Context: an optimization exercise on an open-source flow, tuned for small area, a short achievable clock period and few clock cycles. The choices shown serve that exercise and are no tape-out recipe.
Only simulation tests tie the RTL to the original design; equivalence was not proved.
No activity file was given, so power comes from the tool's default toggle rates.

Setup of south:
==> flow/design.v <==
package ap_cam_pkg;
  typedef enum logic [1:0] {
    COL_A = 2'd0,
    COL_B = 2'd1,
    COL_C = 2'd2
  } column_e;
  typedef struct packed {
    logic                     write;
    column_e                  col;
    logic [4-1:0]  row;
    logic [8-1:0] data;
  } host_req_t;
  typedef struct packed {
    logic                     en;
    logic [4-1:0]  row;
    logic [8-1:0] data;
  } host_wr_t;
  typedef struct packed {
    logic [9-1:0] key;
    logic [9-1:0] mask;
  } search_t;
  typedef struct packed {
    logic                    en;
    logic [9-1:0] data;
    logic [9-1:0] mask;
  } par_wr_t;
endpackage
package ap_op_pkg;
  typedef enum logic [2:0] {
    OP_OR  = 3'd0,
    OP_XOR = 3'd1,
    OP_AND = 3'd2,
    OP_NOT = 3'd3,
    OP_ADD = 3'd4
  } op_e;
  typedef struct packed {
    logic       key_a;
    logic       key_b;
    logic       val_c;
    logic [1:0] unused;
  } pass_logic_t;
  typedef struct packed {
    logic key_a;
    logic key_b;
    logic key_carry;
    logic val_sum;
    logic val_carry;
  } pass_arith_t;
  typedef union packed {
    pass_logic_t lgc;
    pass_arith_t arith;
  } pass_entry_u;
endpackage
`timescale 1ns/1ps
module ap_top
(
  input  logic                     clock,
  input  logic                     rst,
  input  logic                     req_write,
  input  logic [1:0]               req_col,
  input  logic [4-1:0]  req_row,
  input  logic [8-1:0] req_data,
  input  logic                     req_valid,
  output logic                     req_ready,
  output logic [9-1:0]  rsp_data,
  output logic                     rsp_valid,
  input  logic [2:0]               op,
  input  logic                     op_valid,
  output logic                     op_ready,
  output logic                     op_done
);
  localparam int ROWS = 16;
  localparam int W    = 8;
  localparam int CW   = 9;
  logic [W-1:0]  mem_a [ROWS];
  logic [W-1:0]  mem_b [ROWS];
  logic [CW-1:0] mem_c [ROWS];
  logic [ROWS-1:0] lazy;           
  logic [3:0] tt_q;
  logic       add_q;
  logic in_op;
  logic idle;
  logic                    wq_v;
  logic                    wq_mat;
  logic [1:0]              wq_col;
  logic [4-1:0] wq_row;
  logic [W-1:0]            wq_data;
  logic [CW-1:0] rsp_q;
  logic accept, wr, rd, op_acc;
  logic wq_a, wq_b, wq_c;
  logic hit, mat_hit;
  logic [W-1:0]  a_r;
  logic [W-1:0]  b_r;
  logic [CW-1:0] c_r;
  logic          lz_r;
  logic          use_alu;
  logic [W:0]    cy;
  logic [CW-1:0] pre;
  logic          add_now;
  logic [CW-1:0] other;
  logic [CW-1:0] rsp_d;
  logic [CW-1:0] wd_c;
  logic [3:0]    tt_d;
  assign req_ready = idle;
  assign op_ready  = idle && !req_valid;
  assign op_done   = in_op;
  assign rsp_data  = rsp_q;
  assign accept = req_valid && idle;
  assign wr     = accept && req_write && !rst;
  assign rd     = accept && !req_write;
  assign op_acc = op_valid && idle && !req_valid && !rst;
  logic [3:0]    lo_sel;
  logic [3:0]    hi_sel;
  logic [W-1:0]  ga [4];
  logic [W-1:0]  gb [4];
  logic [CW-1:0] gc [4];
  logic [3:0]    gl;
  assign lo_sel = 4'(1) << req_row[1:0];
  assign hi_sel = 4'(1) << req_row[3:2];
  always_comb begin
    a_r  = '0;
    b_r  = '0;
    c_r  = '0;
    lz_r = 1'b0;
    for (int g = 0; g < 4; g++) begin
      ga[g] = '0;
      gb[g] = '0;
      gc[g] = '0;
      gl[g] = 1'b0;
      for (int j = 0; j < 4; j++) begin
        ga[g] = ga[g] | ({W{lo_sel[j]}}  & mem_a[4*g+j]);
        gb[g] = gb[g] | ({W{lo_sel[j]}}  & mem_b[4*g+j]);
        gc[g] = gc[g] | ({CW{lo_sel[j]}} & mem_c[4*g+j]);
        gl[g] = gl[g] | (lo_sel[j] & lazy[4*g+j]);
      end
      a_r  = a_r  | ({W{hi_sel[g]}}  & ga[g]);
      b_r  = b_r  | ({W{hi_sel[g]}}  & gb[g]);
      c_r  = c_r  | ({CW{hi_sel[g]}} & gc[g]);
      lz_r = lz_r | (hi_sel[g] & gl[g]);
    end
  end
  logic [W-1:0] g0, p0, g1, p1, g2, p2, g3;
  always_comb begin
    g0 = a_r & b_r;
    p0 = a_r | b_r;
    for (int i = 0; i < W; i++) begin
      g1[i] = (i >= 1) ? (g0[i] | (p0[i] & g0[i-1])) : g0[i];
      p1[i] = (i >= 1) ? (p0[i] & p0[i-1]) : p0[i];
    end
    for (int i = 0; i < W; i++) begin
      g2[i] = (i >= 2) ? (g1[i] | (p1[i] & g1[i-2])) : g1[i];
      p2[i] = (i >= 2) ? (p1[i] & p1[i-2]) : p1[i];
    end
    for (int i = 0; i < W; i++) begin
      g3[i] = (i >= 4) ? (g2[i] | (p2[i] & g2[i-4])) : g2[i];
    end
    cy = {g3, 1'b0};
  end
  always_comb begin
    case (op)
      3'd0:    tt_d = 4'b1110;
      3'd1:    tt_d = 4'b0110;
      3'd2:    tt_d = 4'b1000;
      3'd3:    tt_d = 4'b0011;
      3'd4:    tt_d = 4'b0110;
      default: tt_d = 4'b0000;
    endcase
  end
  assign hit     = wq_v && (wq_row == req_row);
  assign mat_hit = wq_mat && (wq_row == req_row);
  assign use_alu = (lz_r || mat_hit) && (req_write || req_col[1]);
  always_comb begin
    if (req_col == 2'd0)                 other = (hit && (wq_col == 2'd0)) ? CW'(wq_data) : CW'(a_r);
    else if (req_col == 2'd1)            other = (hit && (wq_col == 2'd1)) ? CW'(wq_data) : CW'(b_r);
    else if (hit && (wq_col == 2'd2))    other = CW'(wq_data);
    else                                 other = c_r;
  end
  always_comb begin
    for (int i = 0; i < W; i++) begin
      pre[i] = use_alu ? tt_q[{a_r[i], b_r[i]}] : other[i];
    end
    pre[W] = use_alu ? 1'b0 : other[W];
  end
  assign add_now = use_alu && add_q;
  assign rsp_d   = pre ^ ({CW{add_now}} & cy);
  always_ff @(posedge clock) begin
    if (rst) begin
      in_op     <= 1'b0;
      idle      <= 1'b1;
      rsp_valid <= 1'b0;
    end else begin
      in_op     <= op_acc;
      idle      <= !op_acc;
      rsp_valid <= rd;
    end
  end
  always_ff @(posedge clock) begin
    if (op_acc) begin
      tt_q  <= tt_d;
      add_q <= (op == 3'd4);
    end
  end
  always_ff @(posedge clock) begin
    wq_v    <= wr;
    wq_mat  <= wr && !req_col[1] && lz_r;
    wq_col  <= req_col;
    wq_row  <= req_row;
    wq_data <= req_data;
    rsp_q   <= rsp_d;
  end
  assign wq_a = wq_v && (wq_col == 2'd0);
  assign wq_b = wq_v && (wq_col == 2'd1);
  assign wq_c = wq_v && (wq_col == 2'd2);
  assign wd_c = wq_mat ? rsp_q : CW'(wq_data);
  for (genvar r = 0; r < ROWS; r++) begin : g_row
    always_ff @(posedge clock) begin
      if (wq_a && (wq_row == r)) mem_a[r] <= wq_data;
      if (wq_b && (wq_row == r)) mem_b[r] <= wq_data;
      if ((wq_c || wq_mat) && (wq_row == r)) mem_c[r] <= wd_c;
    end
    always_ff @(posedge clock) begin
      if (op_acc) begin
        lazy[r] <= 1'b1;
      end else if (wr && (req_row == r) && (req_col != 2'd3)) begin
        lazy[r] <= 1'b0;
      end
    end
  end
endmodule
==> flow/config.mk <==
export PLATFORM = sky130hd
export DESIGN_NAME = ap_top
export DESIGN_NICKNAME = ap_top
export VERILOG_FILES = /design/flow/design.v
export SDC_FILE = /design/flow/constraint.sdc
export NUM_CORES = 4
export LEC_CHECK = 0
export ABC_AREA = 1
export CAP_MARGIN = 20
export CORE_MARGIN = 2
export CORE_UTILIZATION = 40
export SETUP_SLACK_MARGIN = 2.6
export SLEW_MARGIN = 60
==> flow/constraint.sdc <==
create_clock -name core_clock -period 5.0 [get_ports {clock}]
set_input_delay 1.0000 -clock core_clock [delete_from_list [all_inputs] [get_ports {clock}]]
set_output_delay 1.0000 -clock core_clock [all_outputs]
set_load 0.01 [all_outputs]
standard.sh (not shown) runs the stock make flow with config.mk's settings and CLKGATE_MAP_FILE= SYNTH_SCRIPT=/design/flow/synth_recipe.tcl, a recipe that flattens the netlist after the stock synthesis.
==> flow/flow/run.sh <==
#!/bin/bash
# The standard layout (standard.sh) with these settings changed:
# - ports are buffered with buf_4 rather than the delay-cell buffer that
#   buffer_ports picks by default (every port still gets its buffer);
# - gate sizing may change a cell's footprint (the platform holds it to the
#   same footprint by default), so timing repair can upsize weak drivers;
# - clock tree synthesis adds no dummy loads and clusters up to 24 sinks
#   within 80 um under each leaf buffer (ORFS's defaults otherwise).
# All of make's output goes to standard.log; ORFS's own logs stay in orfs/logs.
set -o pipefail
bash standard.sh MATCH_CELL_FOOTPRINT=0 \
  "BUFFER_PORTS_ARGS=-buffer_cell sky130_fd_sc_hd__buf_4" \
  "CTS_ARGS=-sink_clustering_enable -repair_clock_nets -dont_use_dummy_load -sink_clustering_size 24 -sink_clustering_max_diameter 80" \
  finish > standard.log 2>&1
Testbench counts of south, summed over its fixed seeds: cycles 2,696.
--- input diff south..east ---
--- a/flow/design.v
+++ b/flow/design.v
@@ -93,11 +93,9 @@
   logic [W-1:0]  b_r;
   logic [CW-1:0] c_r;
   logic          lz_r;
   logic          use_alu;
-  logic [W:0]    cy;
-  logic [CW-1:0] pre;
-  logic          add_now;
+  logic [CW-1:0] alu;
   logic [CW-1:0] other;
   logic [CW-1:0] rsp_d;
   logic [CW-1:0] wd_c;
   logic [3:0]    tt_d;
@@ -139,8 +137,9 @@
       lz_r = lz_r | (hi_sel[g] & gl[g]);
     end
   end
   logic [W-1:0] g0, p0, g1, p1, g2, p2, g3;
+  logic [W:0]   cy;
   always_comb begin
     g0 = a_r & b_r;
     p0 = a_r | b_r;
     for (int i = 0; i < W; i++) begin
@@ -154,8 +153,12 @@
     for (int i = 0; i < W; i++) begin
       g3[i] = (i >= 4) ? (g2[i] | (p2[i] & g2[i-4])) : g2[i];
     end
     cy = {g3, 1'b0};
+    for (int i = 0; i < W; i++) begin
+      alu[i] = tt_q[{a_r[i], b_r[i]}] ^ (add_q & cy[i]);
+    end
+    alu[W] = add_q & cy[W];
   end
   always_comb begin
     case (op)
       3'd0:    tt_d = 4'b1110;
@@ -174,16 +177,9 @@
     else if (req_col == 2'd1)            other = (hit && (wq_col == 2'd1)) ? CW'(wq_data) : CW'(b_r);
     else if (hit && (wq_col == 2'd2))    other = CW'(wq_data);
     else                                 other = c_r;
   end
-  always_comb begin
-    for (int i = 0; i < W; i++) begin
-      pre[i] = use_alu ? tt_q[{a_r[i], b_r[i]}] : other[i];
-    end
-    pre[W] = use_alu ? 1'b0 : other[W];
-  end
-  assign add_now = use_alu && add_q;
-  assign rsp_d   = pre ^ ({CW{add_now}} & cy);
+  assign rsp_d = use_alu ? alu : other;
   always_ff @(posedge clock) begin
     if (rst) begin
       in_op     <= 1'b0;
       idle      <= 1'b1;
[summary]
Looking at detailed route wirelength on metal2, east sits below south. east: part of the power in combinational logic lower than south. For the critical path depth, east came in 4 lower than south did. south → east: sequential share of layout area rose by 2.0 points, final critical-path required period has increased, count of non-filler cells in the finished layout went down 152, post-layout worst setup margin went down by 0.034 ns. Looking at the reports, east completed the entire flow and the layout it produced met the timing, DRC and antenna checks. In east, the switching power of the nets came out about 5% below the value in south. Compared to south, east has number of rows created at floorplan about 1.3% lower. Between south and east, the required arrival time at the worst endpoint is lower for south. [east] sum of net half-perimeters after detailed placement fell 770 µm relative to south. The estimated power of east ends up lower than the estimate for south.
Testbench counts of east, summed over its fixed seeds: cycles 2,696.

## re-timing with driven ports
How much do the figures lean on ideal ports? The routed layouts below were timed once more, with nothing changed but the port constraints.
Step 1: set_driving_cell puts a clkbuf_16 on clock and a buf_2 on each other input, an assumption about the parent block.
Step 2 adds t to the input delays and takes it off the output delays; t is the mean of the earliest and latest rising clock arrival at the registers after step 1. Input paths then give back, and output paths get back, about the clock's delay inside the block.
Slacks: ideal ports / drivers / drivers and shift; pairs: ideal ports / drivers.
| run | t (ns) | setup slack, ns | cell pins on the clock port's net |
|---|---|---|---|
| south | 0.614 | 2.573 / 2.478 / 1.864 | 1 |
| east | 0.605 | 2.539 / 2.428 / 1.823 | 1 |
After both steps setup and hold are still met in every run listed. For east, which loses most, drivers alone change the setup slack by -0.111 ns; drivers and shift together by -0.716 ns.
